This design comes from an exercise in tuning for small area and a short achievable clock period on the open sky130 flow, not from production work. Where RTL was checked, it was by simulation tests only, not by an equivalence proof against the original. Power and IR drop assume default switching activity.

Design normal_reorder_buffer, start of the top module:
module normal_reorder_buffer #(
  parameter int WIDTH    = 16,
  parameter int Q_BITS   = 8,
  parameter int TAG_BITS = 5
) (
  input  logic                  clk,
  input  logic                  reset,
  input  logic                  alloc_req,
  output logic                  alloc_gnt,
  output logic [TAG_BITS-1:0]   alloc_tag,
  input  logic                  wr_valid,
  input  logic [TAG_BITS-1:0]   wr_tag,
  input  logic [3*WIDTH-1:0]    wr_data,    
  output logic                  out_valid,
  input  logic                  out_ready,
  output logic [3*WIDTH-1:0]    out_data,   
  output logic [TAG_BITS-1:0]   out_tag,
  output logic [TAG_BITS:0]     count,
  output logic                  full,
  output logic                  err
);
==> module normal_reorder_buffer, before the edit <==
module normal_reorder_buffer #(
  parameter int WIDTH    = 16,
  parameter int Q_BITS   = 8,
  parameter int TAG_BITS = 5
) (
  input  logic                  clk,
  input  logic                  reset,
  input  logic                  alloc_req,
  output logic                  alloc_gnt,
  output logic [TAG_BITS-1:0]   alloc_tag,
  input  logic                  wr_valid,
  input  logic [TAG_BITS-1:0]   wr_tag,
  input  logic [3*WIDTH-1:0]    wr_data,    
  output logic                  out_valid,
  input  logic                  out_ready,
  output logic [3*WIDTH-1:0]    out_data,   
  output logic [TAG_BITS-1:0]   out_tag,
  output logic [TAG_BITS:0]     count,
  output logic                  full,
  output logic                  err
);
  localparam int DEPTH = 1 << TAG_BITS;
  localparam int CW    = TAG_BITS + 1;
  localparam int DW    = 3 * WIDTH;
  logic [TAG_BITS-1:0] head_q, tail_q;
  logic [DEPTH-1:0]    sel1_q;          
  logic [CW-1:0]       cnt_q;
  logic [DEPTH-1:0]    done_q;
  logic [DEPTH-1:0]    pend_q;          
  logic                err_q;
  logic [DW-1:0]       mem [DEPTH];
  logic                ov_q;
  logic [DW-1:0]       od_q;
  logic [TAG_BITS-1:0] ot_q;
  logic [TAG_BITS-1:0] head_p1;
  logic                wr_ok, gnt, retire;
  logic [DEPTH-1:0]    head_oh, hp1, wr_dec, tail_dec, done_n, sel1_n;
  logic                nxt_done, pw0, pw1, pw, hold, valid_n;
  logic [DW-1:0]       rd1, data_n;
  assign wr_ok    = wr_valid & pend_q[wr_tag];
  assign gnt      = alloc_req & ~cnt_q[CW-1] & ~reset;
  assign retire   = ov_q & out_ready;
  assign head_p1  = head_q + 1'b1;
  always_comb begin
    for (int i = 0; i < DEPTH; i++) begin
      hp1[i]     = (head_p1 == TAG_BITS'(i));
      head_oh[i] = (head_q == TAG_BITS'(i));
      wr_dec[i]  = (wr_tag == TAG_BITS'(i));
      tail_dec[i] = (tail_q == TAG_BITS'(i));
    end
  end
  assign nxt_done = |sel1_q;
  always_comb begin
    rd1 = '0;
    for (int i = 0; i < DEPTH; i++)
      rd1 = rd1 | ({DW{sel1_q[i]}} & mem[i]);
  end
  assign pw0 = wr_ok & (wr_tag == head_q);
  assign pw1 = wr_ok & (wr_tag == head_p1);
  assign hold    = ov_q & ~out_ready;
  assign pw      = retire ? pw1 : pw0;
  assign valid_n = retire ? (nxt_done | pw1) : (ov_q | pw0);
  assign data_n  = ({DW{retire}} & rd1) | ({DW{hold}} & od_q) | ({DW{pw}} & wr_data);
  assign alloc_gnt = gnt;
  assign alloc_tag = tail_q;
  assign out_valid = ov_q;
  assign out_data  = od_q;
  assign out_tag   = ot_q;
  assign count     = cnt_q;
  assign full      = cnt_q[CW-1];
  assign err       = err_q;
  always_ff @(posedge clk or posedge reset) begin
    if (reset) begin
      head_q <= '0;
      tail_q <= '0;
      cnt_q  <= '0;
      err_q  <= 1'b0;
      ov_q   <= 1'b0;
      od_q   <= '0;
      ot_q   <= '0;
    end else begin
      if (gnt) tail_q <= tail_q + 1'b1;
      if (retire) head_q <= head_p1;
      cnt_q <= cnt_q + CW'(gnt) - CW'(retire);
      err_q <= wr_valid & ~wr_ok;
      ov_q  <= valid_n;
      od_q  <= data_n;
      ot_q  <= valid_n ? (retire ? head_p1 : head_q) : '0;
    end
  end
  always_comb begin
    for (int i = 0; i < DEPTH; i++) begin
      done_n[i] = pend_q[i] ? (wr_valid & wr_dec[i]) : (done_q[i] & ~(retire & head_oh[i]));
      sel1_n[i] = done_n[i] & (retire ? hp1[(i + DEPTH - 1) % DEPTH] : hp1[i]);
    end
  end
  always_ff @(posedge clk or posedge reset) begin
    if (reset) begin
      done_q <= '0;
      pend_q <= '0;
      sel1_q <= '0;
    end else begin
      done_q <= done_n;
      sel1_q <= sel1_n;
      for (int i = 0; i < DEPTH; i++) begin
        if (pend_q[i]) begin
          if (wr_valid && wr_dec[i]) pend_q[i] <= 1'b0;
        end else if (!done_q[i]) begin
          if (gnt && tail_dec[i]) pend_q[i] <= 1'b1;
        end
      end
    end
  end
  always_ff @(posedge clk) begin
    for (int i = 0; i < DEPTH; i++)
      if (wr_valid && wr_dec[i] && !done_q[i]) mem[i] <= wr_data;
  end
endmodule
Settings: LEC_CHECK=0, CAP_MARGIN=20, CORE_MARGIN=2, CORE_UTILIZATION=65, CTS_CLUSTER_DIAMETER=70, CTS_CLUSTER_SIZE=24, SETUP_SLACK_MARGIN=2.4, SLEW_MARGIN=20; clock period 4.5 ns.
run.sh (not shown) runs the stock make flow with config.mk's settings and CLKGATE_MAP_FILE= SYNTH_SCRIPT=/design/flow/synth_recipe.tcl, a recipe that flattens the netlist after the stock synthesis.
==> next run, changes <==
--- a/flow/design.v
+++ b/flow/design.v
@@ -23,15 +23,14 @@
   localparam int CW    = TAG_BITS + 1;
   localparam int DW    = 3 * WIDTH;
   logic [TAG_BITS-1:0] head_q, tail_q;
-  logic [DEPTH-1:0]    sel1_q;          
+  logic [DEPTH-1:0]    nsel1_q;         
   logic [CW-1:0]       cnt_q;
   logic [DEPTH-1:0]    done_q;
   logic [DEPTH-1:0]    pend_q;          
   logic                err_q;
-  logic [DW-1:0]       mem [DEPTH];
+  logic [DW-1:0]       nmem [DEPTH];    
   logic                ov_q;
   logic [DW-1:0]       od_q;
-  logic [TAG_BITS-1:0] ot_q;
   logic [TAG_BITS-1:0] head_p1;
   logic                wr_ok, gnt, retire;
   logic [DEPTH-1:0]    head_oh, hp1, wr_dec, tail_dec, done_n, sel1_n;
@@ -49,11 +48,11 @@
       tail_dec[i] = (tail_q == TAG_BITS'(i));
     end
   end
-  assign nxt_done = |sel1_q;
+  assign nxt_done = ~&nsel1_q;
   always_comb begin
     rd1 = '0;
     for (int i = 0; i < DEPTH; i++)
-      rd1 = rd1 | ({DW{sel1_q[i]}} & mem[i]);
+      rd1 = rd1 | ~({DW{nsel1_q[i]}} | nmem[i]);
   end
   assign pw0 = wr_ok & (wr_tag == head_q);
   assign pw1 = wr_ok & (wr_tag == head_p1);
@@ -65,7 +64,7 @@
   assign alloc_tag = tail_q;
   assign out_valid = ov_q;
   assign out_data  = od_q;
-  assign out_tag   = ot_q;
+  assign out_tag   = ov_q ? head_q : '0;
   assign count     = cnt_q;
   assign full      = cnt_q[CW-1];
   assign err       = err_q;
@@ -77,7 +76,6 @@
       err_q  <= 1'b0;
       ov_q   <= 1'b0;
       od_q   <= '0;
-      ot_q   <= '0;
     end else begin
       if (gnt) tail_q <= tail_q + 1'b1;
       if (retire) head_q <= head_p1;
@@ -85,7 +83,6 @@
       err_q <= wr_valid & ~wr_ok;
       ov_q  <= valid_n;
       od_q  <= data_n;
-      ot_q  <= valid_n ? (retire ? head_p1 : head_q) : '0;
     end
   end
   always_comb begin
@@ -98,10 +95,10 @@
     if (reset) begin
       done_q <= '0;
       pend_q <= '0;
-      sel1_q <= '0;
+      nsel1_q <= '1;
     end else begin
       done_q <= done_n;
-      sel1_q <= sel1_n;
+      nsel1_q <= ~sel1_n;
       for (int i = 0; i < DEPTH; i++) begin
         if (pend_q[i]) begin
           if (wr_valid && wr_dec[i]) pend_q[i] <= 1'b0;
@@ -113,6 +110,6 @@
   end
   always_ff @(posedge clk) begin
     for (int i = 0; i < DEPTH; i++)
-      if (wr_valid && wr_dec[i] && !done_q[i]) mem[i] <= wr_data;
+      if (wr_valid && wr_dec[i] && !done_q[i]) nmem[i] <= ~wr_data;
   end
 endmodule
Power increases by 2.5%.
First-iteration DRC count increases by 6.6%.
Sequential share of layout area decreases by 1.6 points.
Via count increases by 4.8%.
Final cell count increases by 3.5%.
Worst setup slack improves by 0.028 ns.
Clock power increases by 5.4%.
Design area increases by 2.2%.
Core utilization increases by 3.0 points.
Die area decreases by 1.3%.
Synthesized cell count increases by 1.6%.
Only the layout flow was run in the second run of this note; the RTL was not checked for function there.

## port drivers added, routing unchanged
How much do the figures lean on ideal ports? The routed layouts below were timed once more, with nothing changed but the port constraints. Step 1: set_driving_cell puts a clkbuf_16 on clk and a buf_2 on each other input, an assumption about the parent block. Step 2, shift: input delay + t, output delay - t, t = (earliest + latest rising clock arrival at the registers) / 2. This alone moves slack from input paths to output paths. Slacks: ideal ports / drivers / drivers and shift; pairs: ideal ports / drivers.
run	t (ns)	setup slack, ns	worst hold slack (ns)	worst setup path at the end	worst data-port slew with drivers (ns)
the first run	0.768	1.909 / 1.909 / 1.291	0.384 / 0.334 / 0.548	input to register	0.08
the second run	0.792	1.936 / 1.871 / 1.302	0.466 / 0.415 / 0.540	input to register	0.06
After both steps setup and hold are still met in every run listed. For the second run, which loses most, drivers alone change the setup slack by -0.065 ns; drivers and shift together by -0.634 ns.
